What follows belongs to an exercise in optimizing a design on an open flow for small area; a production flow would make more cautious choices.
The RTL was checked by simulation tests, not by an equivalence proof against the original design.
Power and IR drop assume default switching activity.

**design/flow/config.mk**
```make
export PLATFORM = sky130hd
export DESIGN_NAME = qdma_h2c_adapter
export DESIGN_NICKNAME = qdma_h2c_adapter
export VERILOG_FILES = /design/flow/design.v
export SDC_FILE = /design/flow/constraint.sdc
export NUM_CORES = 4
export LEC_CHECK = 0
export CAP_MARGIN = 20
export CORE_AREA = 2 2 698 138
export DIE_AREA = 0 0 700 140
export SLEW_MARGIN = 20
```
**design/flow/constraint.sdc**
```tcl
create_clock -name core_clock -period 5.0 [get_ports {axi_aclk}]
set_input_delay 1.0000 -clock core_clock [delete_from_list [all_inputs] [get_ports {axi_aclk}]]
set_output_delay 1.0000 -clock core_clock [all_outputs]
set_load 0.01 [all_outputs]
```
**design/flow/design.v**
```verilog
package qdma_h2c_pkg;
   localparam int DATA_W          = 512;
   localparam int KEEP_W          = DATA_W / 8;
   localparam int MAX_PKT_LEN_DEF = 9600;
   typedef enum logic [1:0] {
      FIRST,
      PASS,
      DROP
   } h2c_state_t;
   typedef struct packed {
      logic [DATA_W-1:0] tdata;
      logic [5:0]        mty;
      logic              tlast;
      logic              err;
   } axis_pkt_beat_t;
   function automatic logic [KEEP_W-1:0] mty_to_keep(input logic [5:0] mty);
      mty_to_keep = {KEEP_W{1'b1}} >> mty;
   endfunction
endpackage
module axis_skid_buf #(
   parameter int W = 1
) (
   input  logic  clk_i,
   input  logic  rst_i,
   input  logic  in_valid_i,
   output logic  in_ready_o,
   input  logic [W-1:0] in_data_i,
   output logic  out_valid_o,
   input  logic  out_ready_i,
   output logic [W-1:0] out_data_o,
   output logic  skid_valid_o,
   output logic  out_load_o
);
   logic  out_valid_q, skid_valid_q;
   logic [W-1:0] out_data_q, skid_data_q, skid_data_d;
   logic  push, out_load;
   assign in_ready_o   = ~skid_valid_q;
   assign push         = in_valid_i & ~skid_valid_q;
   assign out_load     = ~out_valid_q | out_ready_i;
   assign out_valid_o  = out_valid_q;
   assign out_data_o   = out_data_q;
   assign skid_valid_o = skid_valid_q;
   assign out_load_o   = out_load;
   assign skid_data_d = skid_valid_q ? skid_data_q : in_data_i;
   always_ff @(posedge clk_i or posedge rst_i) begin
      if (rst_i) begin
         out_valid_q  <= 1'b0;
         skid_valid_q <= 1'b0;
      end else begin
         if (out_load) begin
            out_valid_q  <= skid_valid_q | push;
            skid_valid_q <= 1'b0;
         end else if (push) begin
            skid_valid_q <= 1'b1;
         end
      end
   end
   always_ff @(posedge clk_i) begin
      skid_data_q <= skid_data_d;
      if (out_load) out_data_q <= skid_data_d;
   end
endmodule
import qdma_h2c_pkg::*;
module qdma_h2c_adapter #(
   parameter int MAX_PKT_LEN = MAX_PKT_LEN_DEF,
   parameter int CNT_W       = 16
) (
   input  logic              axi_aclk,
   input  logic              axi_areset,
   input  logic              s_axis_h2c_tvalid,
   output logic              s_axis_h2c_tready,
   input  logic [DATA_W-1:0] s_axis_h2c_tdata,
   input  logic              s_axis_h2c_tlast,
   input  logic [10:0]       s_axis_h2c_tuser_qid,
   input  logic [5:0]        s_axis_h2c_tuser_mty,
   input  logic [31:0]       s_axis_h2c_tuser_mdata,
   output logic              m_axis_tvalid,
   input  logic              m_axis_tready,
   output logic [DATA_W-1:0] m_axis_tdata,
   output logic [KEEP_W-1:0] m_axis_tkeep,
   output logic              m_axis_tlast,
   output logic [15:0]       m_axis_tuser_size,
   output logic [15:0]       m_axis_tuser_src,
   output logic              m_axis_tuser_err,
   output logic [CNT_W-1:0]  stat_pkt_cnt,
   output logic [CNT_W-1:0]  stat_drop_cnt,
   output logic [CNT_W-1:0]  stat_err_cnt
);
   localparam logic [15:0] MAX_LEN = 16'(MAX_PKT_LEN);
   qdma_h2c_pkg::h2c_state_t state_q;
   qdma_h2c_pkg::h2c_state_t state_d;
   logic [15:0]    size_q;
   logic [10:0]    qid_q;
   logic [7:0]     nb_q;
   logic           qerr_q;
   logic [15:0]    osize_q;
   logic [10:0]    oqid_q;
   logic [CNT_W-1:0] pkt_cnt_q, drop_cnt_q, err_cnt_q;
   logic           buf_ready, acc, first, bad, fwd, err;
   logic           skid_valid, out_load;
   logic [15:0]    size_in, cur_size;
   logic [10:0]    cur_qid;
   logic [7:0]     nb;
   logic [14:0]    bytes;
   logic           qerr_nx;
   logic [15:0]    unused_mdata;
   qdma_h2c_pkg::axis_pkt_beat_t in_beat;
   qdma_h2c_pkg::axis_pkt_beat_t out_beat;
   assign unused_mdata = s_axis_h2c_tuser_mdata[31:16];
   assign size_in      = s_axis_h2c_tuser_mdata[15:0];
   assign first        = (state_q == FIRST);
   assign acc          = s_axis_h2c_tvalid & s_axis_h2c_tready;
   assign bad          = (size_in == 16'd0) || (size_in > MAX_LEN);
   assign cur_size     = first ? size_in : size_q;
   assign cur_qid      = first ? s_axis_h2c_tuser_qid : qid_q;
   assign nb      = first ? 8'd0 : nb_q;
   assign bytes   = {1'b0, nb, 6'd0} + 15'(7'(KEEP_W) - {1'b0, s_axis_h2c_tuser_mty});
   assign qerr_nx = ~first & (qerr_q | (s_axis_h2c_tuser_qid != qid_q));
   assign err     = ({1'b0, bytes} != cur_size) | qerr_nx;
   assign fwd     = acc & ((state_q == PASS) | (first & ~bad));
   always_comb begin
      in_beat       = '0;
      in_beat.tdata = s_axis_h2c_tdata;
      in_beat.mty   = s_axis_h2c_tlast ? s_axis_h2c_tuser_mty : 6'd0;
      in_beat.tlast = s_axis_h2c_tlast;
      in_beat.err   = s_axis_h2c_tlast & err;
   end
   always_comb begin
      state_d           = state_q;
      s_axis_h2c_tready = 1'b0;
      if (!axi_areset) s_axis_h2c_tready = (state_q == DROP) ? 1'b1 : buf_ready;
      unique case (state_q)
         FIRST:   if (acc && !s_axis_h2c_tlast) state_d = bad ? DROP : PASS;
         PASS:    if (acc && s_axis_h2c_tlast) state_d = FIRST;
         DROP:    if (acc && s_axis_h2c_tlast) state_d = FIRST;
         default: state_d = FIRST;
      endcase
   end
   always_ff @(posedge axi_aclk or posedge axi_areset) begin
      if (axi_areset) begin
         state_q    <= FIRST;
         pkt_cnt_q  <= '0;
         drop_cnt_q <= '0;
         err_cnt_q  <= '0;
      end else begin
         state_q <= state_d;
         if (acc && first && bad && !(&drop_cnt_q)) drop_cnt_q <= drop_cnt_q + 1'b1;
         if (fwd && s_axis_h2c_tlast && !(&pkt_cnt_q)) pkt_cnt_q <= pkt_cnt_q + 1'b1;
         if (fwd && s_axis_h2c_tlast && err && !(&err_cnt_q)) err_cnt_q <= err_cnt_q + 1'b1;
      end
   end
   always_ff @(posedge axi_aclk) begin
      if (fwd) begin
         size_q <= cur_size;
         qid_q  <= cur_qid;
         nb_q   <= first ? 8'd1 : (nb_q + {7'd0, ~(&nb_q)});
         qerr_q <= qerr_nx;
      end
      if (out_load) begin
         osize_q <= (skid_valid | ~first) ? size_q : size_in;
         oqid_q  <= (skid_valid | ~first) ? qid_q : s_axis_h2c_tuser_qid;
      end
   end
   axis_skid_buf #(
      .W($bits(in_beat))
   ) u_skid (
      .clk_i       (axi_aclk),
      .rst_i       (axi_areset),
      .in_valid_i  (fwd),
      .in_ready_o  (buf_ready),
      .in_data_i   (in_beat),
      .out_valid_o (m_axis_tvalid),
      .out_ready_i (m_axis_tready),
      .out_data_o  (out_beat),
      .skid_valid_o(skid_valid),
      .out_load_o  (out_load)
   );
   assign m_axis_tdata      = out_beat.tdata;
   assign m_axis_tkeep      = {KEEP_W{1'b1}} >> out_beat.mty;
   assign m_axis_tlast      = out_beat.tlast;
   assign m_axis_tuser_size = osize_q;
   assign m_axis_tuser_src  = {5'b0, oqid_q};
   assign m_axis_tuser_err  = out_beat.err;
   assign stat_pkt_cnt      = pkt_cnt_q;
   assign stat_drop_cnt     = drop_cnt_q;
   assign stat_err_cnt      = err_cnt_q;
endmodule
```
**design/flow/flow/run.sh**
```bash
#!/bin/bash
# Standard ORFS layout, with the smallest buffer on each port instead of the default port buffer,
# and clock tree synthesis with larger sink clusters and without dummy balancing loads.
set -euo pipefail
bash standard.sh BUFFER_PORTS_ARGS="-buffer_cell sky130_fd_sc_hd__buf_1" \
  CTS_ARGS="-sink_clustering_enable -repair_clock_nets -dont_use_dummy_load -sink_clustering_size 25 -sink_clustering_max_diameter 60" finish > standard_flow.log 2>&1
```
**design/flow/standard.sh**
```bash
#!/bin/bash
# synth_recipe.tcl (not shown) runs the flow's synth.tcl, then flattens the netlist and writes it again
# the make line also repeats each setting of config.mk as NAME=value (left out here)
make -C /OpenROAD-flow-scripts/flow DESIGN_CONFIG=/design/flow/config.mk WORK_HOME=/design/flow/orfs CLKGATE_MAP_FILE= SYNTH_SCRIPT=/design/flow/synth_recipe.tcl "${@:-finish}"
```
==> results of run 1 <==
==> synthesized netlist by cell type (8+ instances only) <==
cell and n:
clkbuf_1 71, nand3_1 20, dfxtp_1 520, nor2_1 45, buf_4 520, or2_2 8, and2_1 10, inv_1 26
dfrtp_1 52, nor3_1 14, a21oi_1 24, nand2_1 54, mux2_2 548, edfxtp_1 583, and3_1 15, o21ai_0 22
xnor2_1 37, xor2_1 38, nand4_1 16, ha_1 11
==> cell type report <==
class	count	area share
diodes	7	0.000382
multi-input cells	949	0.191
flip-flops and latches	1155	0.637
repair buffers	1231	0.106
inverters	26	0.00213
clock buffers	52	0.0284
well taps	1275	0.0348
==> worst max-delay path, delay by kind of cell <==
family	cells	cell delay [ns]
fa+ha+maj	3	0.63
compound gates	1	0.31
simple gates	7	1.87
buf+inv	3	0.40
mux	1	0.36
==> registers in the layout (all words and copies together), names as in the netlist <==
register / cells
u_skid.out_data_q: 520
u_skid.skid_data_q: 520
drop_cnt_q: 16
err_cnt_q: 16
osize_q: 16
pkt_cnt_q: 16
size_q: 16
oqid_q: 11
qid_q: 11
nb_q: 8
state_q: 2
qerr_q: 1
u_skid.out_valid_q: 1
u_skid.skid_valid_q: 1
==> report_power, final <==
group          internal (mW)  total [mW]  leakage [nW]  switching [mW]
clock                   1.87        4.72         0.641            2.85
sequential              11.0        11.3          11.2           0.314
combinational          0.939        2.59          4.72            1.65
total                   13.8        18.6          16.5            4.82
==> logic make-up after synthesis <==
family,Yosys count,share of synthesized area
adder cells (fa/ha/maj),12,0.00349
multiplexers,556,0.148
buffers and inverters,631,0.102
XOR/XNOR,76,0.0161
AO/OA/AOI/OAI,77,0.0114
AND/OR/NAND/NOR,222,0.0273
other,2,0.000178
flip-flops,1155,0.691
==> cells in the final DEF (no fill, tap or decap), drive strengths merged, types with 7 or more instances in the layout <==
master | synthesis | layout
or2 | 8 | 8
nor4 | 8 | 8
xnor2 | 37 | 37
and3 | 15 | 15
nand3 | 20 | 20
nand4 | 16 | 16
edfxtp | 583 | 583
inv | 26 | 26
o21ai | 22 | 22
nand2b | 7 | 7
a21oi | 24 | 24
diode | 0 | 7
dfrtp | 52 | 52
xor2 | 38 | 38
dfxtp | 520 | 520
nor2 | 45 | 45
nor3 | 15 | 15
and2 | 10 | 10
nand2 | 54 | 54
mux2 | 551 | 551
buf | 534 | 1231
clkbuf | 71 | 52
ha | 11 | 11
==> metal layers <==
layer	part of all wire	vias to the layer above	routed length [um]	GRT usage
met2	0.57	263	55200	0.373
met4	0.018	0	1800	0.0378
met3	0.028	110	2770	0.0314
li1	-	10387	-	-
met1	0.39	11206	37800	0.222
met5	0	-	0	0
==> metrics by stage <==
stage	hold WS [ns]	setup TNS, ns	area, um2
3_5_place_dp	0.439	0	44500
4_1_cts	0.345	0	45800
6_report	0.373	0	45800
5_1_grt	0.361	0	45800
3_3_place_gp	0.432	0	44500
2_1_floorplan	0.423	-157.56	42300
==> worst paths after layout <==
path,to,slack [ns],cells past startpoint
max,err_cnt_q[14],0.93,15
min,pkt_cnt_q[15],0.37,2
max reg2reg,err_cnt_q[1],1.37,14
min reg2reg,u_skid.skid_data_q[1],0.47,1
max in group asynchronous,drop_cnt_q[14],3.84,3
min in group core_clock,u_skid.skid_data_q[1],0.47,1
==> run notes, run 1 <==
critical path type primary input to flip-flop; Die Ht 140 um; fillers 8,352; top-area cell type share of the netlist area 0.414; cells after synthesis 2,731; initial antenna violation count 10; largest net degree at the start of global routing 113; Worst Hold Class primary input to async pin; # clock sinks 1,155; most used cell, CP ha_1; FF+latch area 29,200 um2; Leakage Power 16.5 nW; synthesized cell area 42,300 um2; post-synthesis register bit count 1,155; cts hold-fix bufs 0; type of origin of the critical path primary input; vias in the first global route 21.7k; Max H-tree Level 2; RSZ-0062 raised after global routing no; first-pass detailed-route iteration total 5; WP data required 5.52 ns; CTS root buffer clkbuf_16; Seq/Total Area, Yosys 0.691; Peak VDD IR 0.264 mV; Slew @ Worst Pin 0.907 ns; Total GRT Usage 0.191; Synth async-reset ratio 0.0450; Inst Count DP 4,636; Worst-Skew Late Latency 0.65 ns; Post-synth EDFFs 583; post-synth top area cell edfxtp_1; DP Wirelength 73,000 um; outcome finished clean; Yosys Warn Count 2; die area 98,000 um2; Clk pin slew, worst setup/hold paths 0.11 ns; Nets 3,992; Vias per Instance 4.68; WL/cell 20.8 um; Power, Total 18.6 mW; final hold violations 0; die width 700 um; Main synth FF type edfxtp_1; buffers added on ports 1,203; Row Count 49; Slew Limit Fails 0; global-route wire length before repair 140,000 um; crit path DAT 4.59 ns; Reg-to-Reg Start state_q[0]; CTS tree done; fin crit share 0.814; post-CTS setup buffers 0; slowest CP cell nor3_1; vias post-DR 22.0k; post-synth cell types 57; pre-CTS setup slack 0.351 ns; Layout Area Growth over Synthesis 8.46%; Initial Utilization 0.456; CTS Buf Count 52; Starting DRT DRC Count 1,379; Clock Skew 0.0584 ns; DRC 0; ANT nets after route 0; area of the multi-input gates 8750 um2; fin cells 4,695; Rel. slew slack 0.395; Final Core Density 0.495; routability cong. 0.854; max-cap violations 0; critical path fanouts, max 16; PostCTS Resize Cnt 0; ranking of synthesized cells by area edfxtp_1, dfxtp_1, mux2_2; Max clock buf depth 3; I/O pin count 1,226; Final min period 4.07 ns; layout cell share with drive strength beyond 1 0.189; GRT overflow 0; Critical Path, Cell by Cell buf_1, inv_1, ha_1, nor3b_1, nor3b_1, ha_1, ha_1, nand3_1, nor3_1, nand3_1, a31oi_1, nor4_4, buf_4, nor4_1, mux2_1; core area 92,700 um2; syn avg cell area 15.5 um2; Pwr Density 406 nW/um2; CP peak stage delay 0.48 ns; setup violators final 0; worst setup path start s_axis_h2c_tuser_mty[0]; Fmax achieved 246 MHz; slack of the critical path 0.929 ns; Crit. End Element flip-flop; final WL 97,700 um
==> run 2: changes to the inputs <==
--- a/design/flow/config.mk
+++ b/design/flow/config.mk
@@ -6,6 +6,6 @@
 export NUM_CORES = 4
 export LEC_CHECK = 0
 export CAP_MARGIN = 20
-export CORE_AREA = 2 2 698 138
-export DIE_AREA = 0 0 700 140
+export CORE_AREA = 2 2 598 118
+export DIE_AREA = 0 0 600 120
 export SLEW_MARGIN = 20
==> run 2 against run 1 <==
Net effect: cell area shrank 0.98%; global-route usage grew 6.2 points; utilization grew 17 points; first-iteration DRC count shrank 5.1%; setup slack gained 0.20 ns; area after synthesis is the same; critical endpoint is now u_skid.out_data_q[0]; largest cell class unchanged.
==> run notes, run 2 <==
CTS tree done; I/O pin count 1,226 (unchanged); top-count cell post-synth edfxtp_1; Layout Area Growth over Synthesis 7.39%; pre-CTS setup slack 0.517 ns (+0.166 ns); max-cap violations 0 (unchanged); core area 68,100 um2 (-27%); Worst Hold Class flip-flop to flip-flop; Row Count 42 (-14%); Clock Skew 0.0546 ns (-0.00381 ns); DP Wirelength 69,800 um (-4.4%); Max H-tree Level 2 (unchanged); Initial Utilization 0.621 (+0.165); Worst-Skew Late Latency 0.62 ns (-0.03 ns); top post-synthesis cells by count edfxtp_1, mux2_2, buf_4, dfxtp_1, clkbuf_1; setup violators final 0 (unchanged); Clk pin slew, worst setup/hold paths 0.11 ns (about the same); global-route wire length before repair 137,000 um (-2.2%); final WL 94,000 um (-3.7%); most frequent cells in the layout buf_1, edfxtp_1, mux2_2, dfxtp_1, nand2_1; routability cong. 0.906 (+6.1%); type of origin of the critical path primary input; # clock sinks 1,155 (unchanged); vias post-DR 22.3k (+1.5%); largest net degree at the start of global routing 168 (+49%); Synth async-reset ratio 0.0450 (unchanged); outcome finished clean; Fmax achieved 258 MHz (+5.0%); Yosys Warn Count 2 (unchanged); Post-synth EDFFs 583 (unchanged); post-synth top area cell edfxtp_1; slowest CP cell nor4_4; Seq/Total Area, Yosys 0.691 (unchanged); first-pass detailed-route iteration total 5 (unchanged); fillers 5,085 (-39%); final hold violations 0 (unchanged); die width 600 um (-14%); ANT nets after route 0 (unchanged); Die Ht 120 um (-14%); Total GRT Usage 0.254 (+0.0623); critical path buffer and inverter count 3 (unchanged); GRT overflow 0 (unchanged); Main synth FF type edfxtp_1; worst setup path start s_axis_h2c_tuser_mty[0]; Pwr Density 409 nW/um2 (+0.69%); ranking of synthesized cells by area edfxtp_1, dfxtp_1, mux2_2; Reg2Reg Depth 14 (unchanged); Leakage Power 16.5 nW (-0.14%); WP data required 5.35 ns (-0.17 ns); end of the critical path u_skid.out_data_q[0]; most common cell after layout, fill and taps aside buf_1; post-synthesis register bit count 1,155 (unchanged); most used cell, CP ha_1; cts hold-fix bufs 0 (unchanged); final instance area 45,400 um2 (-0.98%); fin crit share 0.775 (-0.0390); Reg-to-Reg Start state_q[0]; Slew @ Worst Pin 1.00 ns (+0.0943 ns); CTS root buffer clkbuf_16; Starting DRT DRC Count 1,308 (-5.1%); critical path fanouts, max 12 (-4); cell area after placement 44,100 um2 (-1.0%); DRC 0 (unchanged); CP peak stage delay 0.37 ns (-0.11 ns); vias in the first global route 22.9k (+5.6%); initial antenna violation count 7 (-3); die area 72,000 um2 (-27%); Max clock buf depth 3 (unchanged); syn avg cell area 15.5 um2 (unchanged); Rel. slew slack 0.332 (-0.0629); Slew Limit Fails 0 (unchanged); post-synth cell types 57 (unchanged); top-area cell type share of the netlist area 0.414 (unchanged); Power, Total 18.6 mW (-0.30%); top flop regs u_skid.out_data_q (520), u_skid.skid_data_q (520); buffers added on ports 1,203 (unchanged); cells after synthesis 2,731 (unchanged); crit path DAT 4.22 ns (-0.37 ns); Critical Path, Cell by Cell buf_1, inv_1, ha_1, nor3b_1, nor3b_1, ha_1, ha_1, xnor2_1, a32oi_1, a21oi_1, nor4bb_1, o2111ai_1, nor4_4, buf_4, o31ai_1; Nets 3,990 (-0.050%); slack of the critical path 1.12 ns (+0.195 ns); Final min period 3.88 ns (-0.195 ns); FF-to-FF setup slack 1.34 ns (-0.03 ns); PostCTS Resize Cnt 0 (unchanged); synthesized cell area 42,300 um2 (unchanged); FF-to-FF End u_skid.out_data_q[0]; RSZ-0062 raised after global routing no; Vias per Instance 5.11 (+9.2%); layout cell share with drive strength beyond 1 0.189 (-0.000476); Crit. End Element flip-flop; CTS Buf Count 52 (unchanged); post-CTS setup buffers 0 (unchanged); critical path type primary input to flip-flop; Peak VDD IR 0.287 mV (+8.7%); Worst path top cell family by delay simple AND/OR/NAND/NOR gates; CP Depth 15 (unchanged); WL/cell 21.5 um (+3.6%)
-- run 2: changes by cell type in the layout (fill, tap and decap cells not counted) --
cell / previous run / this run
buf_12: 11 / 9
diode_2: 7 / 8
-- run 2: stage by stage --
step / util / TNS (ns) / cells / hold WS (ns)
detailed placement: 0.648 / 0 / 4305 / 0.443
global placement: 0.648 / 0 / 4305 / 0.432
finish: 0.667 / 0 / 4365 / 0.473
floorplan: - / -157.56 / 2735 / 0.423
global route: 0.667 / 0 / 4363 / 0.490
CTS: 0.667 / 0 / 4357 / 0.471
-- run 2: cell type report --
cell class	instances	area, um2	area share
flip-flops and latches	1155	29200	0.644
multi-input cells	949	8750	0.193
repair buffers	1229	4820	0.106
clock buffers	52	1300	0.0287
well taps	946	1180	0.0261
inverters	26	97.6	0.00215
diodes	8	20.0	0.000441
-- run 2: power breakdown --
group	switching [mW]	internal, mW
combinational	1.62	0.940
sequential	0.339	11.0
clock	2.80	1.86
-- run 2: cell families after synthesis --
kind of cell / Yosys count / synth area share
muxes: 556 / 0.148
other: 2 / 0.000178
and+or+nand+nor: 222 / 0.0273
adders and majority gates: 12 / 0.00349
xor gates and xnor gates: 76 / 0.0161
DFF: 1155 / 0.691
AOI/OAI and AO/OA: 77 / 0.0114
buffers and inverters: 631 / 0.102
-- run 2: worst min path at each step --
| stage | startpoint | end | depth (start not counted) |
|---|---|---|---|
| 2_1_floorplan | u_skid.skid_data_q[0] | u_skid.skid_data_q[0] | 2 |
| 3_3_place_gp | u_skid.skid_data_q[1] | u_skid.skid_data_q[1] | 1 |
| 3_5_place_dp | u_skid.skid_data_q[1] | u_skid.skid_data_q[1] | 1 |
| 4_1_cts | u_skid.skid_data_q[1] | u_skid.skid_data_q[1] | 1 |
| 5_1_grt | u_skid.skid_data_q[240] | u_skid.skid_data_q[240] | 1 |
| 6_report | u_skid.skid_data_q[0] | u_skid.skid_data_q[0] | 2 |
-- run 2: layer usage --
metal / GRT usage / wire, um / up-vias
met5: 0 / 0 / -
met4: 0.0491 / 1670 / 0
met3: 0.0457 / 3960 / 115
met2: 0.483 / 51800 / 462
met1: 0.303 / 36600 / 11360
li1: - / - / 10368
-- run 2: tightest hold or removal path: stages (launching register included) --
cell and delay, ns:
dfxtp_1 0.33, nand2_1 0.05, o31ai_1 0.07
==> run 3: changes to the inputs <==
--- a/design/flow/config.mk
+++ b/design/flow/config.mk
@@ -6,6 +6,6 @@
 export NUM_CORES = 4
 export LEC_CHECK = 0
 export CAP_MARGIN = 20
-export CORE_AREA = 2 2 598 118
-export DIE_AREA = 0 0 600 120
+export CORE_AREA = 2 2 498 148
+export DIE_AREA = 0 0 500 150
 export SLEW_MARGIN = 20
==> run 3 against run 2 <==
Net effect: critical endpoint is now err_cnt_q[14]; die area grew 4.2%; sequential power is essentially flat; clock skew shrank 0.0057 ns.
==> run notes, run 3 <==
most frequent cells in the layout buf_1, edfxtp_1, mux2_2, dfxtp_1, nand2_1; layout cell share with drive strength beyond 1 0.187 (-0.00143); Die Ht 150 um (+25%); core area 71,400 um2 (+4.9%); final instance area 45,500 um2 (+0.14%); critical path fanouts, max 16 (+4); Max H-tree Level 2 (unchanged); top post-synthesis cells by count edfxtp_1, mux2_2, buf_4, dfxtp_1, clkbuf_1; die width 500 um (-17%); final WL 108,000 um (+14%); Min-Delay Endpoint u_skid.skid_data_q[0]; Sum Neg Setup Slack 0 ns (unchanged); Worst-Skew Late Latency 0.62 ns (about the same); Reg-to-Reg Start state_q[0]; Max clock buf depth 3 (unchanged); cells after synthesis 2,731 (unchanged); Worst Hold Class flip-flop to flip-flop; Nets 3,984 (-0.15%); ranking of synthesized cells by area edfxtp_1, dfxtp_1, mux2_2; largest net degree at the start of global routing 165 (-1.8%); Pwr Density 411 nW/um2 (+0.50%); Crit. End Element flip-flop; Yosys Warn Count 2 (unchanged); Initial Utilization 0.592 (-0.0293); Post-synth EDFFs 583 (unchanged); outcome finished clean; Total GRT Usage 0.272 (+0.0187); Layout Area Growth over Synthesis 7.55%; Final Core Density 0.637 (-0.0305); DRC 0 (unchanged); routability cong. 0.950 (+4.9%); top-count cell post-synth edfxtp_1; # clock sinks 1,155 (unchanged); Clk pin slew, worst setup/hold paths 0.10 ns (about the same); Final min period 4.24 ns (+0.366 ns); Fmax achieved 236 MHz (-8.6%); RSZ-0062 raised after global routing no; top-area cell type share of the netlist area 0.414 (unchanged); GRT overflow 0 (unchanged); worst hold slack 0.465 ns (-0.00753 ns); CTS Buf Count 52 (unchanged); fin crit share 0.848 (+0.0731); first-pass detailed-route iteration total 6 (+1); crit path DAT 4.74 ns (+0.52 ns); cts hold-fix bufs 0 (unchanged); type of origin of the critical path primary input; syn avg cell area 15.5 um2 (unchanged); slack of the critical path 0.758 ns (-0.366 ns); global-route wire length before repair 147,000 um (+7.0%); pre-CTS setup slack 0.201 ns (-0.316 ns); WL/cell 24.4 um (+13%); Inst Count DP 4,315 (+0.23%); Hold Crit Start u_skid.skid_data_q[0]; critical path type primary input to flip-flop; vias in the first global route 21.6k (-5.6%); WP data required 5.50 ns (+0.15 ns); die area 75,000 um2 (+4.2%); Rel. slew slack 0.316 (-0.0160); DP Wirelength 82,300 um (+18%); initial antenna violation count 37 (+30); PostCTS Resize Cnt 0 (unchanged); Starting DRT DRC Count 1,713 (+31%); CTS root buffer clkbuf_16; most common cell after layout, fill and taps aside buf_1; cell area after placement 44,100 um2 (about the same); Vias per Instance 5.12 (+0.17%); Peak VDD IR 0.270 mV (-6.1%); Slew @ Worst Pin 1.03 ns (+0.0239 ns); I/O pin count 1,226 (unchanged); FF-to-FF End err_cnt_q[14]; Main synth FF type edfxtp_1; Slew Limit Fails 0 (unchanged); post-synthesis register bit count 1,155 (unchanged); vias post-DR 22.5k (+1.1%); worst hold path stage count 2 (unchanged); final hold violations 0 (unchanged); top flop regs u_skid.out_data_q (520), u_skid.skid_data_q (520); post-synth cell types 57 (unchanged); buffers added on ports 1,203 (unchanged); FF-to-FF setup slack 1.24 ns (-0.10 ns); Clock Skew 0.0489 ns (-0.00568 ns); Power, Total 18.7 mW (+0.64%); Synth async-reset ratio 0.0450 (unchanged); Reg2Reg Depth 14 (unchanged); Seq/Total Area, Yosys 0.691 (unchanged); ANT nets after route 0 (unchanged); post-synth top area cell edfxtp_1; fin cells 4,405 (+0.92%); max-cap violations 0 (unchanged); Row Count 53 (+26%); CTS tree done; Leakage Power 16.5 nW (about the same); post-CTS setup buffers 0 (unchanged); setup violators final 0 (unchanged); synthesized cell area 42,300 um2 (unchanged)
-- run 3: worst max path at each step --
stage,start,to,slack [ns],depth (start not counted)
2_1_floorplan,m_axis_tready,oqid_q[0],-0.29,1
3_3_place_gp,s_axis_h2c_tuser_mty[0],err_cnt_q[14],0.26,15
3_5_place_dp,s_axis_h2c_tuser_mty[0],err_cnt_q[14],0.20,15
4_1_cts,s_axis_h2c_tuser_mty[0],err_cnt_q[14],0.86,15
5_1_grt,s_axis_h2c_tuser_mty[0],err_cnt_q[14],0.61,15
6_report,s_axis_h2c_tuser_mty[0],err_cnt_q[14],0.76,15
-- run 3: cell families after synthesis --
kind of cell	synth area share
flip-flops	0.691
buffers and inverters	0.102
multiplexers	0.148
XOR/XNOR	0.0161
adder cells (fa/ha/maj)	0.00349
AND/OR/NAND/NOR	0.0273
AO/OA/AOI/OAI	0.0114
other	0.000178
-- run 3: layer usage --
layer  part of all wire  track usage  up-vias
met5             0.0033       0.0262        -
met4              0.028       0.0977       14
met3              0.078       0.0886      171
met2               0.50        0.455      655
met1               0.39        0.332    11285
li1                   -            -    10423
-- run 3: final cells by class --
cell class	count	area, um2
Antenna cell	38	95.1
Clock buffer	52	1300
Fill cell	5669	26000
Inverter	26	100
Multi-Input combinational cell	949	8750
Sequential cell	1155	29200
Tap cell	962	1200
Timing Repair Buffer	1223	4790
-- run 3: critical path, cell delays in order --
cell and delay (ns):
buf_1 0.18, inv_1 0.16, ha_1 0.19, nor3b_1 0.27
nor3b_1 0.34, ha_1 0.25, ha_1 0.21, nand3_1 0.20
nor3_1 0.55, nand3_1 0.14, a31oi_1 0.29, nor4_4 0.08
buf_4 0.21, nor4_1 0.31, mux2_1 0.35
-- run 3: power breakdown --
part,internal [mW],total [mW],switching [mW],leakage [nW]
registers,11.0,11.4,0.349,11.2
logic,0.939,2.70,1.76,4.68
clock network,1.86,4.63,2.77,0.641
==> run 4: changes to the inputs <==
==> design/flow/flow/run.sh (replaced) <==
#!/bin/bash
# Standard ORFS layout, with the smallest buffer on each port instead of the default port buffer,
# and clock tree synthesis with larger sink clusters and without dummy balancing loads.
set -euo pipefail
bash standard.sh BUFFER_PORTS_ARGS="-buffer_cell sky130_fd_sc_hd__buf_1" \
  CTS_ARGS="-sink_clustering_enable -repair_clock_nets -dont_use_dummy_load -sink_clustering_size 28 -sink_clustering_max_diameter 50" finish > standard_flow.log 2>&1
==> run 4 against run 3 <==
Net effect: area after synthesis unchanged; first-iteration DRC count down 0.29%; clock skew up 0.0052 ns; wire length down 0.18%; critical endpoint unchanged.
==> run notes, run 4 <==
die width 500 um (unchanged); layout cell share with drive strength beyond 1 0.186 (-0.00120); # clock sinks 1,155 (unchanged); ranking of synthesized cells by area edfxtp_1, dfxtp_1, mux2_2; Post-synth EDFFs 583 (unchanged); final WL 107,000 um (-0.18%); largest net degree at the start of global routing 165 (unchanged); Final min period 4.24 ns (+0.00127 ns); GRT overflow 0 (unchanged); Pwr Density 409 nW/um2 (-0.65%); final hold violations 0 (unchanged); Fmax achieved 236 MHz (about the same); worst hold slack 0.465 ns (+0.000187 ns); Row Count 53 (unchanged); core area 71,400 um2 (unchanged); critical path type primary input to flip-flop; Worst-Skew Late Latency 0.64 ns (+0.02 ns); Slew @ Worst Pin 1.08 ns (+0.0536 ns); Synth async-reset ratio 0.0450 (unchanged); vias post-DR 22.5k (-0.29%); Vias per Instance 5.13 (+0.24%); ANT nets after route 0 (unchanged); Layout Area Growth over Synthesis 7.14%; Slew Limit Fails 0 (unchanged); Total GRT Usage 0.273 (+0.000397); top flop regs u_skid.out_data_q (520), u_skid.skid_data_q (520); WP data required 5.48 ns (-0.02 ns); Crit. End Element flip-flop; Worst Hold Class flip-flop to flip-flop; max-cap violations 0 (unchanged); Initial Utilization 0.592 (unchanged); CTS root buffer clkbuf_16; cts hold-fix bufs 0 (unchanged); initial antenna violation count 26 (-30%); synthesized cell area 42,300 um2 (unchanged); routability cong. 0.950 (unchanged); CTS Buf Count 47 (-9.6%); CTS tree done; crit path DAT 4.72 ns (-0.02 ns); outcome finished clean; Peak VDD IR 0.319 mV (+18%); cells after synthesis 2,731 (unchanged); Sum Neg Setup Slack 0 ns (unchanged); DP Wirelength 82,300 um (unchanged); syn avg cell area 15.5 um2 (unchanged); buffers added on ports 1,203 (unchanged); global-route wire length before repair 148,000 um (+0.66%); DRC 0 (unchanged); critical path fanouts, max 16 (unchanged); top-area cell type share of the netlist area 0.414 (unchanged); post-synth top area cell edfxtp_1; WL/cell 24.5 um (+0.34%); post-synthesis register bit count 1,155 (unchanged); FF-to-FF setup slack 1.22 ns (-0.02 ns); top post-synthesis cells by count edfxtp_1, mux2_2, buf_4, dfxtp_1, clkbuf_1; most frequent cells in the layout buf_1, edfxtp_1, mux2_2, dfxtp_1, nand2_1; setup violators final 0 (unchanged); Max clock buf depth 3 (unchanged); I/O pin count 1,226 (unchanged); die area 75,000 um2 (unchanged); Rel. slew slack 0.281 (-0.0357); Die Ht 150 um (unchanged); Max H-tree Level 2 (unchanged); Main synth FF type edfxtp_1; Yosys Warn Count 2 (unchanged); post-synth cell types 57 (unchanged); Seq/Total Area, Yosys 0.691 (unchanged); vias in the first global route 21.5k (-0.37%); type of origin of the critical path primary input; first-pass detailed-route iteration total 5 (-1); most common cell after layout, fill and taps aside buf_1; Clk pin slew, worst setup/hold paths 0.10 ns (about the same); top-count cell post-synth edfxtp_1; post-CTS setup buffers 0 (unchanged); Nets 3,979 (-0.13%); Starting DRT DRC Count 1,708 (-0.29%); PostCTS Resize Cnt 0 (unchanged); Clock Skew 0.0541 ns (+0.00519 ns); fin crit share 0.849 (about the same); Leakage Power 16.4 nW (-0.37%); RSZ-0062 raised after global routing no
==> run 4: changes by cell type in the layout (fill, tap and decap cells not counted), sizes merged <==
| cell | change |
|---|---|
| clkbuf | -5 |
| diode | -18 |
==> run 4: where the power goes <==
| group | internal, mW | switching (mW) |
|---|---|---|
| registers | 11.0 | 0.349 |
| clock network | 1.70 | 2.75 |
| logic | 0.939 | 1.75 |
==> run 4: final cells by class <==
cell class / instances / area (um2)
clock buffer: 47 / 1180
antenna: 20 / 50.0
fill: 5666 / 26100
multi-input combinational: 949 / 8750
timing repair buffer: 1223 / 4790
tap: 962 / 1200
sequential: 1155 / 29200
inverter: 26 / 100
==> run 4: metrics by stage <==
stage | total power [mW] | instances | worst slack, ns | instance area (um2) | util
after floorplan | 13.6 | 2735 | -0.287 | 42300 | -
after detailed placement | 14.3 | 4315 | 0.201 | 44100 | 0.617
final | 18.5 | 4382 | 0.757 | 45300 | 0.634
after global placement | 14.2 | 4315 | 0.264 | 44100 | 0.617
after CTS | 18.6 | 4362 | 0.840 | 45200 | 0.634
after global routing | 19.2 | 4371 | 0.587 | 45300 | 0.634
==> run 4: kinds of logic (layout without fill, tap and decap cells) <==
| family | count (synthesis) | in the layout | synth area share |
|---|---|---|---|
| buf+inv | 631 | 1296 | 0.102 |
| compound gates | 77 | 77 | 0.0114 |
| xor+xnor | 76 | 76 | 0.0161 |
| flops | 1155 | 1155 | 0.691 |
| mux | 556 | 556 | 0.148 |
| other cells | 2 | 26 | 0.000178 |
| simple gates | 222 | 222 | 0.0273 |
| fa+ha+maj | 12 | 12 | 0.00349 |
==> run 4: metal layers <==
metal | part of all wire | up-vias | track usage
met3 | 0.063 | 123 | 0.0638
met2 | 0.51 | 581 | 0.473
li1 | - | 10371 | -
met4 | 0.018 | 12 | 0.0576
met5 | 0.00078 | - | 0
met1 | 0.41 | 11396 | 0.353
==> run 4: critical path, stage by stage <==
cell and delay (ns):
buf_1 0.16, inv_1 0.15, ha_1 0.19, nor3b_1 0.27
nor3b_1 0.34, ha_1 0.25, ha_1 0.21, nand3_1 0.20
nor3_1 0.57, nand3_1 0.14, a31oi_1 0.30, nor4_4 0.08
buf_4 0.21, nor4_1 0.31, mux2_1 0.35
==> run 4: path summary, 6_finish.rpt <==
| check | startpoint | endpoint | cells past startpoint |
|---|---|---|---|
| min in group asynchronous | axi_areset | pkt_cnt_q[0] | 2 |
| hold reg to reg | u_skid.skid_data_q[1] | u_skid.skid_data_q[1] | 1 |
| setup reg to reg | state_q[0] | err_cnt_q[14] | 14 |
| max in group asynchronous | axi_areset | u_skid.skid_valid_q | 2 |
| hold / removal | u_skid.skid_data_q[1] | u_skid.skid_data_q[1] | 1 |
| setup / recovery | s_axis_h2c_tuser_mty[0] | err_cnt_q[14] | 15 |
==> run 5: changes to the inputs <==
==> design/flow/flow/run.sh (replaced) <==
#!/bin/bash
# Standard ORFS layout, with the smallest buffer on each port instead of the default port buffer,
# and clock tree synthesis with larger sink clusters and without dummy balancing loads.
set -euo pipefail
bash standard.sh BUFFER_PORTS_ARGS="-buffer_cell sky130_fd_sc_hd__buf_1" \
  CTS_ARGS="-sink_clustering_enable -repair_clock_nets -dont_use_dummy_load -sink_clustering_size 16 -sink_clustering_max_diameter 40 -buf_list sky130_fd_sc_hd__clkbuf_8" finish > standard_flow.log 2>&1
==> run 5 against run 4 <==
Net effect: wire length rose by 0.75%; combinational power barely moved; via count rose by 0.78%; utilization fell by 0.070 points; flip-flop and latch count did not move; clock power fell by 4%; hold slack got worse by 0.046 ns; fmax rose by 1.6%; register-to-register slack got worse by 0.03 ns; setup slack improved by 0.069 ns; count of clock-buffer cells in the layout rose by 35; critical path type unchanged; highest routed layer unchanged.
==> run notes, run 5 <==
Clk pin slew, worst setup/hold paths 0.11 ns (about the same); Pwr Density 406 nW/um2 (-0.75%); top post-synthesis cells by count edfxtp_1, mux2_2, buf_4, dfxtp_1, clkbuf_1; top flop regs u_skid.out_data_q (520), u_skid.skid_data_q (520); Layout Area Growth over Synthesis 7.03%; final hold violations 0 (unchanged); max-cap violations 0 (unchanged); Slew Limit Fails 0 (unchanged); routability cong. 0.950 (unchanged); post-CTS setup buffers 0 (unchanged); fin crit share 0.835 (-0.0137); WP data required 5.58 ns (+0.10 ns); CTS Buf Count 82 (+74%); setup violators final 0 (unchanged); Vias per Instance 5.13 (about the same); cts hold-fix bufs 0 (unchanged); CTS root buffer clkbuf_8; global-route wire length before repair 149,000 um (+0.72%); GRT overflow 0 (unchanged); Sw Pwr 4.92 mW (+1.2%); Yosys Warn Count 2 (unchanged); syn avg cell area 15.5 um2 (unchanged); Final min period 4.17 ns (-0.0686 ns); Clock Skew 0.0533 ns (-0.000765 ns); Worst Hold Class primary input to async pin; Seq pwr share 0.619 (+0.005); Starting DRT DRC Count 1,662 (-2.7%); Rel. slew slack 0.330 (+0.0493); ANT nets after route 0 (unchanged); Post-synth EDFFs 583 (unchanged); die area 75,000 um2 (unchanged); combinational power share 0.147 (+0.002); first-pass detailed-route iteration total 6 (+1); slack of the critical path 0.825 ns (+0.0686 ns); ranking of synthesized cells by area edfxtp_1, dfxtp_1, mux2_2; internal power 13.4 mW (-1.6%); Seq/Total Area, Yosys 0.691 (unchanged); Synth async-reset ratio 0.0450 (unchanged); Die Ht 150 um (unchanged); WL/cell 24.5 um (about the same); Total GRT Usage 0.276 (+0.00349); switching share of power 0.268 (+0.00547); buffers added on ports 1,203 (unchanged); initial antenna violation count 23 (-12%); top-count cell post-synth edfxtp_1; synthesized cell area 42,300 um2 (unchanged); CTS tree done; DP Wirelength 82,300 um (unchanged); Main synth FF type edfxtp_1; Leakage Power 16.5 nW (about the same); Crit. End Element flip-flop; top-area cell type share of the netlist area 0.414 (unchanged); Row Count 53 (unchanged); core area 71,400 um2 (unchanged); most common cell after layout, fill and taps aside buf_1; pre-CTS setup slack 0.201 ns (unchanged); outcome finished clean; critical path fanouts, max 16 (unchanged); Initial Utilization 0.592 (unchanged); post-synth top area cell edfxtp_1; vias post-DR 22.7k (+0.78%); Nets 4,014 (+0.88%); post-synth cell types 57 (unchanged); crit path DAT 4.76 ns (+0.04 ns); largest net degree at the start of global routing 165 (unchanged); die width 500 um (unchanged); final WL 108,000 um (+0.75%); vias in the first global route 21.8k (+1.3%); # clock sinks 1,155 (unchanged); PostCTS Resize Cnt 0 (unchanged); Max clock buf depth 3 (unchanged); Power, Total 18.3 mW (-0.86%); Peak VDD IR 0.237 mV (-26%); DRC 0 (unchanged); layout cell share with drive strength beyond 1 0.194 (+0.00830); clock network fraction of design power 0.234 (-0.007); most frequent cells in the layout buf_1, edfxtp_1, mux2_2, dfxtp_1, clkbuf_8; post-synthesis register bit count 1,155 (unchanged); RSZ-0062 raised after global routing no; cells after synthesis 2,731 (unchanged); critical path type primary input to flip-flop; Slew @ Worst Pin 1.01 ns (-0.0739 ns); type of origin of the critical path primary input; Reg2Reg Depth 14 (unchanged); Worst-Skew Late Latency 0.72 ns (+0.08 ns); I/O pin count 1,226 (unchanged); Max H-tree Level 3 (+1); Fmax achieved 240 MHz (+1.6%)
==> run 5: cell counts after synthesis <==
No cell type changed its count.
==> run 5: cells by family after synthesis <==
group	after synthesis	share of synthesized area
and+or+nand+nor	222	0.0273
other	2	0.000178
AOI/OAI and AO/OA	77	0.0114
xor gates and xnor gates	76	0.0161
buffers and inverters	631	0.102
adders and majority gates	12	0.00349
DFF	1155	0.691
muxes	556	0.148
==> run 5: final cells by class <==
| type | count | area [um2] |
|---|---|---|
| well taps | 962 | 1200 |
| multi-input cells | 949 | 8750 |
| flip-flops and latches | 1155 | 29200 |
| inverters | 26 | 100 |
| fillers | 5708 | 26200 |
| diodes | 19 | 47.5 |
| repair buffers | 1223 | 4790 |
| clock buffers | 82 | 1130 |
==> run 5: final timing paths <==
kind | from | end | slack [ns]
setup reg to reg | state_q[0] | err_cnt_q[14] | 1.19
hold / removal | axi_areset | u_skid.skid_valid_q | 0.42
min in group core_clock | u_skid.skid_data_q[1] | u_skid.skid_data_q[1] | 0.46
hold reg to reg | u_skid.skid_data_q[1] | u_skid.skid_data_q[1] | 0.46
setup / recovery | s_axis_h2c_tuser_mty[0] | err_cnt_q[14] | 0.83
max in group asynchronous | axi_areset | u_skid.skid_valid_q | 4.09
==> run 5: power by group through the flow <==
stage               logic (mW)  clock network, mW  registers (mW)
finish                    2.69               4.29            11.4
global route              2.88               4.75            11.4
CTS                       2.72               4.40            11.4
floorplan                 2.04                  0            11.6
global placement          2.69                  0            11.5
detailed placement        2.71                  0            11.6
==> run 5: worst max-delay path, cell delays in order <==
cell and delay [ns]:
buf_1 0.17, inv_1 0.15, ha_1 0.19, nor3b_1 0.27, nor3b_1 0.34, ha_1 0.25, ha_1 0.21, nand3_1 0.19
nor3_1 0.56, nand3_1 0.14, a31oi_1 0.30, nor4_4 0.08, buf_4 0.21, nor4_1 0.32, mux2_1 0.35
==> run 5: stage by stage <==
stage / TNS [ns] / area, um2 / hold WS [ns] / instances / util
2_1_floorplan: -157.56 / 42300 / 0.423 / 2735 / -
3_3_place_gp: 0 / 44100 / 0.433 / 4315 / 0.617
3_5_place_dp: 0 / 44100 / 0.441 / 4315 / 0.617
4_1_cts: 0 / 45200 / 0.368 / 4397 / 0.633
5_1_grt: 0 / 45200 / 0.424 / 4405 / 0.633
6_report: 0 / 45200 / 0.420 / 4416 / 0.634
==> run 5: metal layers <==
| layer | part of all wire | global-route usage | vias up |
|---|---|---|---|
| li1 | - | - | 10444 |
| met1 | 0.40 | 0.355 | 11452 |
| met2 | 0.51 | 0.475 | 623 |
| met3 | 0.065 | 0.0664 | 132 |
| met4 | 0.018 | 0.0709 | 8 |
| met5 | 0.00049 | 0 | - |
==> run 6: changes to the inputs <==
==> design/flow/flow/run.sh (replaced) <==
#!/bin/bash
# Standard ORFS layout, with the smallest buffer on each port instead of the default port buffer,
# and clock tree synthesis with larger sink clusters and without dummy balancing loads.
set -euo pipefail
bash standard.sh BUFFER_PORTS_ARGS="-buffer_cell sky130_fd_sc_hd__buf_1" \
  CTS_ARGS="-sink_clustering_enable -repair_clock_nets -dont_use_dummy_load -sink_clustering_size 18 -sink_clustering_max_diameter 50 -buf_list sky130_fd_sc_hd__clkbuf_8" finish > standard_flow.log 2>&1
--- a/design/flow/config.mk
+++ b/design/flow/config.mk
@@ -8,4 +8,5 @@
 export CAP_MARGIN = 20
 export CORE_AREA = 2 2 498 148
 export DIE_AREA = 0 0 500 150
+export PLACE_DENSITY = 0.8
 export SLEW_MARGIN = 20
==> run 6 against run 5 <==
Net effect: still clean on timing, DRC and antenna; die area unchanged; flip-flop and latch count unchanged; hold slack worse by 0.26 ns; critical path depth unchanged; wire length up 11%; critical path type unchanged; largest power group unchanged; highest routed layer unchanged.
==> run notes, run 6 <==
cts hold-fix bufs 0 (unchanged); Worst Hold Class primary input to async pin; outcome finished clean; Clk pin slew, worst setup/hold paths 0.11 ns (about the same); fin cells 4,413 (-0.068%); # clock sinks 1,155 (unchanged); core area 71,400 um2 (unchanged); DRC 0 (unchanged); Critical Path, Cell by Cell buf_1, inv_1, ha_1, nor3b_1, nor3b_1, ha_1, ha_1, nand3_1, nor3_1, nand3_1, a31oi_1, nor4_4, buf_4, nor4_1, mux2_1; most used cell, CP ha_1; Slew Limit Fails 0 (unchanged); top flop regs u_skid.out_data_q (520), u_skid.skid_data_q (520); CTS Buf Count 74 (-9.8%); vias post-DR 23.9k (+5.7%); largest family of logic cells by synthesized area multiplexers; Total GRT Usage 0.309 (+0.0326); routability cong. 0.975 (+2.6%); combinational power share 0.152 (+0.005); Main synth FF type edfxtp_1; most frequent cells in the layout buf_1, edfxtp_1, mux2_2, dfxtp_1, clkbuf_8; final hold violations 0 (unchanged); post-synth top area cell edfxtp_1; CTS root buffer clkbuf_8; ANT nets after route 0 (unchanged); Power, Total 18.3 mW (-0.17%); Rel. slew slack 0.266 (-0.0634); ranking of synthesized cells by area edfxtp_1, dfxtp_1, mux2_2; top-area cell type share of the netlist area 0.414 (unchanged); top post-synthesis cells by count edfxtp_1, mux2_2, buf_4, dfxtp_1, clkbuf_1; Yosys Warn Count 2 (unchanged); GRT overflow 0 (unchanged); syn avg cell area 15.5 um2 (unchanged); RSZ-0062 raised after global routing no; Peak VDD IR 0.249 mV (+4.9%); Leakage Power 16.4 nW (-0.17%); type of origin of the critical path primary input; Starting DRT DRC Count 2,669 (+61%); Slew @ Worst Pin 1.10 ns (+0.0951 ns); slack of the critical path 0.950 ns (+0.124 ns); I/O pin count 1,226 (unchanged); first-pass detailed-route iteration total 6 (unchanged); synthesized cell area 42,300 um2 (unchanged); critical path type primary input to flip-flop; post-synth cell types 57 (unchanged); max-cap violations 0 (unchanged); Max H-tree Level 3 (unchanged); crit path DAT 4.67 ns (-0.09 ns); global-route wire length before repair 163,000 um (+9.6%); post-synthesis register bit count 1,155 (unchanged); final WL 120,000 um (+11%); switching share of power 0.274 (+0.00572); post-CTS setup buffers 0 (unchanged); die width 500 um (unchanged); CP peak stage delay 0.49 ns (-0.07 ns); worst setup path start s_axis_h2c_tuser_mty[0]; Clock Skew 0.0546 ns (+0.00132 ns); Synth Area in Adders 0.00349 (unchanged); cells after synthesis 2,731 (unchanged); clock network fraction of design power 0.226 (-0.008); most common cell after layout, fill and taps aside buf_1; buffers added on ports 1,203 (unchanged); Initial Utilization 0.592 (unchanged); Synth async-reset ratio 0.0450 (unchanged); WP data required 5.62 ns (+0.04 ns); layout cell share with drive strength beyond 1 0.194 (unchanged); critical path fanouts, max 16 (unchanged); Post-synth EDFFs 583 (unchanged); Fmax achieved 247 MHz (+3.1%); Layout Area Growth over Synthesis 6.87%; vias in the first global route 22.8k (+4.8%); CTS tree done; Inst Count DP 4,322 (+0.16%); fin crit share 0.810 (-0.0249); slowest CP cell nor3_1; Pwr Density 405 nW/um2 (about the same); Worst-Skew Late Latency 0.73 ns (about the same); Nets 4,014 (unchanged); setup violators final 0 (unchanged); WL/cell 27.3 um (+11%); largest net degree at the start of global routing 161 (-2.4%); Die Ht 150 um (unchanged); Seq/Total Area, Yosys 0.691 (unchanged); area fraction in compound gates after synthesis 0.0114 (unchanged); xor/xnor share of the synthesized area 0.0161 (unchanged); multiplexer area fraction after synthesis 0.148 (unchanged); Vias per Instance 5.43 (+5.7%); PostCTS Resize Cnt 0 (unchanged); Crit. End Element flip-flop; initial antenna violation count 39 (+70%); die area 75,000 um2 (unchanged); Row Count 53 (unchanged); DP Wirelength 94,200 um (+14%); Final min period 4.05 ns (-0.124 ns); Reg-to-Reg Start state_q[1]; pre-CTS setup slack 0.294 ns (+0.0933 ns); internal power 13.3 mW (-0.95%); Max clock buf depth 3 (unchanged); top-count cell post-synth edfxtp_1; Post-Synth Simple-Gate Area 0.0273 (unchanged); Sw Pwr 5.01 mW (+2.0%); Seq pwr share 0.622 (+0.003)
-- run 6: worst paths after layout --
path / endpoint / cells past startpoint / slack, ns
setup / recovery: err_cnt_q[14] / 15 / 0.95
hold / removal: u_skid.skid_valid_q / 2 / 0.16
setup reg to reg: err_cnt_q[1] / 14 / 1.32
hold reg to reg: u_skid.skid_data_q[227] / 1 / 0.48
max in group asynchronous: drop_cnt_q[12] / 3 / 4.03
min in group core_clock: u_skid.skid_data_q[227] / 1 / 0.48
-- run 6: cells by family after synthesis --
group / after synthesis
muxes: 556
AOI/OAI and AO/OA: 77
other: 2
DFF: 1155
adders and majority gates: 12
buffers and inverters: 631
xor gates and xnor gates: 76
and+or+nand+nor: 222
-- run 6: through the flow --
| step | TNS, ns | hold WS (ns) | util | instance area [um2] |
|---|---|---|---|---|
| finish | 0 | 0.157 | 0.633 | 45200 |
| global route | 0 | 0.0890 | 0.632 | 45200 |
| CTS | 0 | 0.0811 | 0.632 | 45100 |
| detailed placement | 0 | 0.441 | 0.617 | 44100 |
| global placement | 0 | 0.436 | 0.617 | 44100 |
| floorplan | -157.56 | 0.423 | - | 42300 |
-- run 6: final cells by class --
type | count | area [um2]
antenna | 16 | 40.0
clock buffer | 74 | 1020
fill | 5400 | 26200
inverter | 26 | 97.6
multi-input combinational | 949 | 8750
sequential | 1155 | 29200
tap | 962 | 1200
timing repair buffer | 1231 | 4850
-- run 6: per-layer routing --
layer	part of all wire	track usage
met5	0.0020	0
met3	0.11	0.107
met1	0.42	0.436
met2	0.45	0.462
met4	0.018	0.0697
-- run 6: power by group through the flow --
stage	clock, mW	sequential (mW)	combinational (mW)
3_5_place_dp	0	11.6	2.76
5_1_grt	4.56	11.5	2.94
3_3_place_gp	0	11.6	2.72
4_1_cts	4.21	11.4	2.78
6_report	4.14	11.4	2.79
2_1_floorplan	0	11.6	2.04
-- run 6: critical path, delay by kind of cell --
family | cells | cell delay, ns
compound gates | 1 | 0.29
fa+ha+maj | 3 | 0.65
simple gates | 7 | 1.93
buf+inv | 3 | 0.44
mux | 1 | 0.35
==> run 7: changes to the inputs <==
--- a/design/flow/config.mk
+++ b/design/flow/config.mk
@@ -8,5 +8,4 @@
 export CAP_MARGIN = 20
 export CORE_AREA = 2 2 498 148
 export DIE_AREA = 0 0 500 150
-export PLACE_DENSITY = 0.8
 export SLEW_MARGIN = 20
==> run 7 against run 6 <==
Net effect: register-to-register slack worse by 0.13 ns; global-route usage is 3.3 points lower; total power decreased by 0.81%; wire length down 10%; hold slack improved by 0.26 ns; flip-flop and latch count unchanged; combinational power down 4%; area after synthesis unchanged; cell area is essentially flat; critical path depth unchanged; count of clock-buffer cells in the layout unchanged; non-clock buffer count decreased by 8; critical path type unchanged; critical endpoint unchanged; largest cell class unchanged; highest routed layer unchanged.
==> run notes, run 7 <==
outcome finished clean; Vias per Instance 5.15 (-5.1%); cells after synthesis 2,731 (unchanged); Seq pwr share 0.625 (+0.003); Max H-tree Level 3 (unchanged); Post-synth EDFFs 583 (unchanged); die width 500 um (unchanged); post-synth cell types 57 (unchanged); clock network fraction of design power 0.227 (about the same); synthesized cell area 42,300 um2 (unchanged); WP data required 5.58 ns (-0.04 ns); syn avg cell area 15.5 um2 (unchanged); Nets 4,006 (-0.20%); Die Ht 150 um (unchanged); WL/cell 24.5 um (-10%); final instance area 45,100 um2 (about the same); Layout Area Growth over Synthesis 6.77% (about the same); PostCTS Resize Cnt 0 (unchanged); GRT overflow 0 (unchanged); most frequent cells in the layout buf_1, edfxtp_1, mux2_2, dfxtp_1, clkbuf_8; top-area cell type share of the netlist area 0.414 (unchanged); cell area after placement 44,100 um2 (about the same); Leakage Power 16.4 nW (-0.18%); Seq/Total Area, Yosys 0.691 (unchanged); global-route wire length before repair 149,000 um (-8.7%); internal power 13.3 mW (about the same); Pwr Density 403 nW/um2 (-0.71%); Starting DRT DRC Count 1,697 (-36%); CTS root buffer clkbuf_8; Peak VDD IR 0.203 mV (-18%); setup violators final 0 (unchanged); ANT nets after route 0 (unchanged); post-synth top area cell edfxtp_1; Main synth FF type edfxtp_1; Sw Pwr 4.87 mW (-2.7%); initial antenna violation count 25 (-36%); switching share of power 0.268 (-0.00535); Slew @ Worst Pin 1.12 ns (+0.0173 ns); final WL 108,000 um (-10%); top-count cell post-synth edfxtp_1; most common cell after layout, fill and taps aside buf_1; layout cell share with drive strength beyond 1 0.192 (-0.00188); Clk pin slew, worst setup/hold paths 0.12 ns (about the same); I/O pin count 1,226 (unchanged); top post-synthesis cells by count edfxtp_1, mux2_2, buf_4, dfxtp_1, clkbuf_1; Final Core Density 0.632 (about the same); Reg-to-Reg Start state_q[0]; Total GRT Usage 0.276 (-0.0325); Clock Skew 0.0613 ns (+0.00662 ns); Crit. End Element flip-flop; Rel. slew slack 0.255 (-0.0115); pre-CTS setup slack 0.201 ns (-0.0933 ns); Initial Utilization 0.592 (unchanged); core area 71,400 um2 (unchanged); Power, Total 18.2 mW (-0.81%); largest net degree at the start of global routing 165 (+2.5%); CTS tree done; RSZ-0062 raised after global routing no; Row Count 53 (unchanged); slack of the critical path 0.842 ns (-0.108 ns); fin crit share 0.832 (+0.0215); vias post-DR 22.7k (-5.2%); DRC 0 (unchanged); critical path type primary input to flip-flop; Slew Limit Fails 0 (unchanged); die area 75,000 um2 (unchanged); CTS Buf Count 74 (unchanged); routability cong. 0.950 (-2.5%); critical path fanouts, max 16 (unchanged); DP Wirelength 82,300 um (-13%); Final min period 4.16 ns (+0.108 ns); Worst-Skew Late Latency 0.71 ns (-0.02 ns); # clock sinks 1,155 (unchanged); post-CTS setup buffers 0 (unchanged); first-pass detailed-route iteration total 5 (-1); cts hold-fix bufs 0 (unchanged); Sum Neg Setup Slack 0 ns (unchanged); Yosys Warn Count 2 (unchanged); buffers added on ports 1,203 (unchanged); post-synthesis register bit count 1,155 (unchanged); top flop regs u_skid.out_data_q (520), u_skid.skid_data_q (520); combinational power share 0.148 (-0.004); max-cap violations 0 (unchanged); type of origin of the critical path primary input; final hold violations 0 (unchanged); Synth async-reset ratio 0.0450 (unchanged); Worst Hold Class primary input to async pin; ranking of synthesized cells by area edfxtp_1, dfxtp_1, mux2_2; crit path DAT 4.73 ns (+0.06 ns); vias in the first global route 21.8k (-4.7%); Max clock buf depth 3 (unchanged); Fmax achieved 241 MHz (-2.6%); worst setup path start s_axis_h2c_tuser_mty[0]
==> run 7: cell types whose count changed in the layout (fill, tap and decap cells not counted) <==
| cell | change |
|---|---|
| buf_4 | -9 |
| diode_2 | +4 |
| buf_12 | +2 |
| buf_16 | -1 |
| inv_2 | -1 |
| inv_4 | +1 |
==> run 7: path summary, 6_finish.rpt <==
check,to,slack [ns],cells past startpoint
min reg2reg,u_skid.skid_data_q[1],0.47,1
min in group core_clock,u_skid.skid_data_q[1],0.47,1
max reg2reg,err_cnt_q[14],1.19,14
max in group asynchronous,u_skid.skid_valid_q,4.09,2
max,err_cnt_q[14],0.84,15
min,u_skid.out_valid_q,0.42,2
==> run 7: kinds of logic after synthesis <==
| family | after synthesis | share of synthesized area |
|---|---|---|
| simple gates | 222 | 0.0273 |
| compound gates | 77 | 0.0114 |
| flops | 1155 | 0.691 |
| buf+inv | 631 | 0.102 |
| other cells | 2 | 0.000178 |
| xor+xnor | 76 | 0.0161 |
| mux | 556 | 0.148 |
| fa+ha+maj | 12 | 0.00349 |
==> run 7: worst max-delay path, cell delays in order <==
cell and delay (ns):
buf_1 0.16, inv_1 0.15, ha_1 0.19, nor3b_1 0.27
nor3b_1 0.34, ha_1 0.25, ha_1 0.21, nand3_1 0.20
nor3_1 0.57, nand3_1 0.14, a31oi_1 0.30, nor4_4 0.08
buf_4 0.21, nor4_1 0.31, mux2_1 0.35
==> run 7: layer usage <==
layer / vias up / track usage / wire length [um] / share of wire
met3: 168 / 0.0657 / 6890 / 0.064
met2: 652 / 0.472 / 54900 / 0.51
li1: 10423 / - / - / -
met1: 11451 / 0.355 / 43400 / 0.40
met4: 10 / 0.0794 / 2530 / 0.023
met5: - / 0 / 69 / 0.00064
==> run 7: cell type report <==
type / instances / area, um2
clock buffers: 74 / 1020
diodes: 20 / 50.0
well taps: 962 / 1200
flip-flops and latches: 1155 / 29200
repair buffers: 1223 / 4790
fillers: 5715 / 26300
inverters: 26 / 100
multi-input cells: 949 / 8750
==> run 7: metrics by stage <==
step | hold slack (ns) | cells
2_1_floorplan | 0.423 | 2735
5_1_grt | 0.408 | 4399
3_5_place_dp | 0.441 | 4315
6_report | 0.415 | 4409
4_1_cts | 0.366 | 4389
3_3_place_gp | 0.433 | 4315
==> run 7: power by group through the flow <==
stage,clock network (mW),logic [mW],registers [mW]
6_report,4.12,2.69,11.4
5_1_grt,4.59,2.88,11.4
4_1_cts,4.23,2.72,11.4
3_5_place_dp,0,2.71,11.6
3_3_place_gp,0,2.69,11.5
2_1_floorplan,0,2.04,11.6

==> port drivers added, routing unchanged <==
No port has a modelled driver above. Below, the same layouts with a new extraction and two added sets of constraints.
Step 1 assumes that a clkbuf_16 drives the clock port and a buf_2 every other input.
Step 2, shift: input delay + t, output delay - t, t = (earliest + latest rising clock arrival at the registers) / 2. This alone moves slack from input paths to output paths.
Three values: ideal, step 1, step 2; two values: the first two.
| run | t (ns) | setup WS [ns] | worst hold slack (ns) |
|---|---|---|---|
| run 1 | 0.694 | 0.929 / 0.951 / 0.257 | 0.373 / 0.326 / 0.473 |
| run 2 | 0.693 | 1.124 / 1.174 / 0.481 | 0.473 / 0.473 / 0.473 |
| run 3 | 0.693 | 0.758 / 0.812 / 0.119 | 0.465 / 0.454 / 0.465 |
| run 4 | 0.686 | 0.757 / 0.801 / 0.115 | 0.465 / 0.465 / 0.465 |
| run 5 | 0.763 | 0.825 / 0.865 / 0.102 | 0.420 / 0.386 / 0.464 |
| run 6 | 0.774 | 0.950 / 1.003 / 0.230 | 0.157 / 0.143 / 0.481 |
| run 7 | 0.755 | 0.842 / 0.880 / 0.125 | 0.415 / 0.383 / 0.467 |
After both steps every run listed still meets setup and hold. The setup slack of run 5, which loses most, moves by +0.040 ns with the drivers and by -0.723 ns with both steps.
